What follows belongs to an exercise in optimizing a design on an open flow for small area and a short achievable clock period; a production flow would make more cautious choices. Function was not checked in any run shown here: the RTL went through the layout flow alone.

==> flow/design.v, too long to show whole: its modules and the start of the top module <==
// module iq_upconverter: 1348 lines
module iq_upconverter (
  input  logic        clk,
  input  logic        rstn,
  input  logic        en,
  input  logic [11:0] i_data,
  input  logic [11:0] q_data,
  output logic        if_valid,
  output logic [11:0] if_data
);
  // ...
==> flow/flow/run.sh <==
#!/bin/bash
# Layout: the standard ORFS flow (standard.sh), with two changes:
#  - the port buffers are sky130_fd_sc_hd__buf_4 cells instead of the
#    resizer's default choice (a delay cell);
#  - the repair steps may resize a cell to any drive strength, not only to a
#    cell with the same footprint.
# The output of each tool goes to the ORFS logs under orfs/logs; make's own
# output goes to standard.log here.
set -euo pipefail
bash standard.sh MATCH_CELL_FOOTPRINT=0 \
  "BUFFER_PORTS_ARGS=-buffer_cell sky130_fd_sc_hd__buf_4" \
  finish > standard.log 2>&1
==> flow/standard.sh <==
#!/bin/bash
# synth_recipe.tcl (not shown) runs the flow's synth.tcl, then flattens the netlist and writes it again
# the make line also repeats each setting of config.mk as NAME=value (left out here)
make -C /OpenROAD-flow-scripts/flow DESIGN_CONFIG=/design/flow/config.mk WORK_HOME=/design/flow/orfs CLKGATE_MAP_FILE= SYNTH_SCRIPT=/design/flow/synth_recipe.tcl "${@:-finish}"
==> flow/config.mk <==
export PLATFORM = sky130hd
export DESIGN_NAME = iq_upconverter
export DESIGN_NICKNAME = iq_upconverter
export VERILOG_FILES = /design/flow/design.v
export SDC_FILE = /design/flow/constraint.sdc
export NUM_CORES = 4
export LEC_CHECK = 0
export CAP_MARGIN = 20
export CORE_MARGIN = 2
export CORE_UTILIZATION = 40
export SETUP_SLACK_MARGIN = 3.2
export SLEW_MARGIN = 20
==> flow/constraint.sdc <==
create_clock -name core_clock -period 6.0 [get_ports {clk}]
set_input_delay 1.2000 -clock core_clock [delete_from_list [all_inputs] [get_ports {clk}]]
set_output_delay 1.2000 -clock core_clock [all_outputs]
set_load 0.01 [all_outputs]
==> out/results.txt, run 1 <==
Post-Place Setup Slack: 2.038 ns
syn avg cell area: 9.857 sq um
Post-CTS Setup Bufs: 79
Synth Warn #: 1
Clock Path Buffers: 2
Root Driver: clkbuf_16
I/O pin cnt: 40
setup_tns: 0 ns
first-pass GRT wire length: 55.37 mm
Slowest cell on crit path: fa_2
final hold viol count: 0
mux cell area share after synthesis: 0.7526%
nets@finish: 1538
Biggest register: if_data
met2 usage: 35.15%
drt wl/cell: 20.17 microns
largest net degree at the start of global routing: 39
Slew @ Worst Pin: 1.162 ns
#MultiIn Comb: 839
crit path kind: reg2reg
Port Buffers: 39
initial core utilization: 40.66%
outcome: timing/DRC/antenna clean
synth top area cells: dfxtp_1 25%, fa_1 21%, xnor2_1 7.9%
WL final: 35.58 mm
via/cell ratio: 5.385
RSZ-0062 raised after global routing: yes
minimum clock period: 3.001 ns
Die W: 180.6 microns
via count: 9500
post-route worst setup slack: 2.999 ns
most frequent cells in the layout: 156 x dfxtp_1, 139 x inv_1, 121 x buf_4, 100 x a22oi_1, 95 x fa_1
initial drt markers: 903
Post-synth top flop: dfxtp_1
filler cell count: 2620
met3 Use GR: 3.213%
dpl cells: 1621
GRT busiest layer: met2
post-route insts no fill: 1764
Worst EP required: 6.37 ns
==> inputs of run 2 (changes only) <==
==> flow/run.sh (new file) <==
#!/bin/bash
# synth_recipe.tcl (not shown) runs the flow's synth.tcl, then flattens the netlist and writes it again
# the make line also repeats each setting of config.mk as NAME=value (left out here)
make -C /OpenROAD-flow-scripts/flow DESIGN_CONFIG=/design/flow/config.mk WORK_HOME=/design/flow/orfs CLKGATE_MAP_FILE= SYNTH_SCRIPT=/design/flow/synth_recipe.tcl finish
removed: flow/flow/run.sh
removed: flow/standard.sh
==> out/results.txt, run 2 <==
Final ANT Viol Nets: 0
DRC: 0
Core Area: 0.03067 sq mm
nets@finish: 1579 (+2.7%)
vias in the first global route: 10.16k
worst setup path start: phase[4]
via count: 10.11k (+6.4%)
filler cell count: 2535 (-3.2%)
initial drt markers: 1046 (+16%)
Skew-Pair Late Insertion Delay: 0.44 ns
Max-Cap Viols: 0
Post-synth top cells: 158 x dfxtp_1, 152 x inv_1, 131 x fa_1, 127 x a22oi_1, 112 x xnor2_1
diode count: 0
initial antenna violation count: 0
max FFs per register: 12
Biggest register: if_data
TritonRoute pass-1 iters: 6
Slew @ Worst Pin: 0.8483 ns (-0.3137 ns)
area leader, netlist: dfxtp_1
Post-synth EDFFs: 0
critical-path cell list: ha_4 -> buf_6 -> buf_6 -> nor3_2 -> o21ai_1 -> nand3b_1 -> xor2_4 -> buf_6 -> buf_4 -> buf_4 -> xor2_1 -> fa_2
Largest regs: if_data x12, phase x6
worst r2r src: phase[4]
multi-input logic area: 0.009382 sq mm
crit end category: register
post-DP HPWL: 24.53 mm
share of cells above drive strength 1: 33.95%
Peak Freq: 328.1 MHz
# setup viols final: 0
row count: 64
count of cell types in the netlist: 81
outcome: timing/DRC/antenna clean
most frequent cell after synthesis: dfxtp_1
register area: 0.003400 sq mm
RSZ-0062 raised after global routing: yes
worst min-delay path startpoint: s1_1_1
Seq/Total Area, Yosys: 27.17%
Port Buffers: 39 (unchanged)
max incr delay on CP: 0.52 ns
Clock Path Buffers: 2 (unchanged)
syn avg cell area: 9.857 sq um (unchanged)
largest net degree at the start of global routing: 39 (unchanged)
Max Slew Vio Count: 0
Post-synth top flop: dfxtp_1
Inserted Clock Buffers: 17
FFs w/ async S/R, synth: 5.389%
WL final: 38.90 mm (+9.3%)
first-pass GRT wire length: 58.54 mm (+5.7%)
setup_tns: 0 ns (unchanged)
crit path kind: reg2reg
Root Driver: clkbuf_16
hold_ws: 0.3364 ns
reg-to-reg slack, setup: 2.95 ns
top-area cell type share of the netlist area: 25.37%
slew margin rel.: 43.45%
minimum clock period: 3.048 ns (+0.04667 ns)
clock slew at reported path FFs: 0.08 ns
Tcrit/Tclk final: 50.80%
Gate Count Post-Synth: 1265
Post-Syn Nets: 1448
initial core utilization: 40.66% (unchanged)
# hold bufs at CTS: 0
critical path launch point type: register
Die Ht: 180.6 microns
Worst EP required: 6.29 ns (-0.08 ns)
total global-route track usage: 23.06%
via/cell ratio: 5.605 (+4.1%)
worst-path maximum fanout: 6
Die W: 180.6 microns (unchanged)
final hold viol count: 0 (unchanged)
FF+latch count, synth: 167
Slowest cell on crit path: fa_2
CTS tree: done
Min-Delay Path Class: reg2reg
drt wl/cell: 21.56 microns (+6.9%)
H-Tree Depth: 4
most frequent CP cell: buf_6
routability cong.: 0.9063
commonest non-fill, non-tap cell in the layout: dfxtp_1
I/O pin cnt: 40 (unchanged)
Worst Skew: 0.02099 ns
P&R area growth vs syn: 34.24%
GRT Residual Overflow: 0
Syn Std Cell Area: 0.01247 sq mm
die area: 0.03260 sq mm
Synth Warn #: 1 (unchanged)
Critical Path AT: 3.34 ns
synth top area cells: dfxtp_1 25%, fa_1 21%, xnor2_1 7.9%
most frequent cells in the layout: 157 x dfxtp_1, 141 x inv_1, 107 x buf_4, 97 x fa_1, 96 x a22oi_1
TritonCTS sink count: 167
==> run 2: worst paths after layout <==
kind / endpoint / depth (start not counted)
setup / recovery: s1_13_1 / 12
hold / removal: s2_1_1 / 0
setup reg to reg: s1_13_1 / 12
hold reg to reg: s2_1_1 / 0
max in group asynchronous: phase[2] / 1
min in group asynchronous: phase[3] / 1
==> run 2: logic make-up after synthesis <==
| family | count (synthesis) | share of synthesized area (%) |
|---|---|---|
| muxes | 8 | 0.7526 |
| AOI/OAI and AO/OA | 322 | 18.54 |
| and+or+nand+nor | 163 | 6.733 |
| buffers and inverters | 260 | 9.271 |
| xor gates and xnor gates | 188 | 13.90 |
| adders and majority gates | 157 | 23.63 |
| DFF | 167 | 27.17 |
==> run 2: area by class of cell <==
| cell class | count | area share, % |
|---|---|---|
| clock buffers | 18 | 2.564 |
| clock inverters | 13 | 0.8372 |
| repair buffers | 210 | 13.60 |
| multi-input cells | 842 | 56.05 |
| inverters | 158 | 3.678 |
| flip-flops and latches | 167 | 20.31 |
| well taps | 396 | 2.960 |
==> run 2: critical path, delay by kind of cell, from the launching register on <==
kind | cells | cell delay (ns)
simple gates | 2 | 0.41
flops | 1 | 0.46
buf+inv | 5 | 0.68
xor+xnor | 2 | 0.41
fa+ha+maj | 2 | 0.83
compound gates | 1 | 0.12
==> run 2: layer usage <==
layer,vias to the layer above,routed length (microns),GRT usage (%)
li1,4474,-,-
met1,4984,16030,30.06
met2,521,18520,37.80
met3,132,2693,4.446
met4,0,1652,9.161
met5,-,0,0
==> run 2: repair_timing <==
action,CTS,global route
endpoints found under the hold margin,0,0
setup endpoints to repair,114,83
gates cloned,10,3
setup buffers,103,38
resized for setup,204,132
pin swaps,37,75
==> run 2: per-stage QoR <==
step           instance area, sq um  cells  util (%)  setup WS (ns)
2_1_floorplan                 12770   1265         -          3.155
3_3_place_gp                  13160   1619     42.92          2.031
3_5_place_dp                  13160   1619     42.92          2.010
4_1_cts                       15770   1763     51.42          2.993
5_1_grt                       16740   1804     54.58          2.870
6_report                      16740   1804     54.58          2.952

static timing again, ports no longer ideal:
No port has a modelled driver above. Below, the same layouts with a new extraction and two added sets of constraints. Step 1 sets driving cells, clkbuf_16 on the clock port and buf_2 on the other inputs (assumed; they add their load-dependent delay and slew). Step 2 times the ports against the registers' clock, not the clock port: input delays grow and output delays shrink by t, the midpoint of the rising clock arrivals with the driver on. Three values: no drivers, after step 1, after step 2; two values: the first two.
run	shift t [ns]	setup WS [ns]	hold slack, ns	worst setup path after step 2	worst data-port slew with drivers (ns)
run 1	0.478	2.999 / 2.999 / 2.731	0.327 / 0.327 / 0.327	input to register	0.07
run 2	0.485	2.952 / 2.952 / 2.531	0.336 / 0.336 / 0.336	input to register	0.06
After both steps setup and hold are still met in every run listed. For run 2, which loses most, drivers alone change the setup slack by 0.000 ns; drivers and shift together by -0.421 ns.
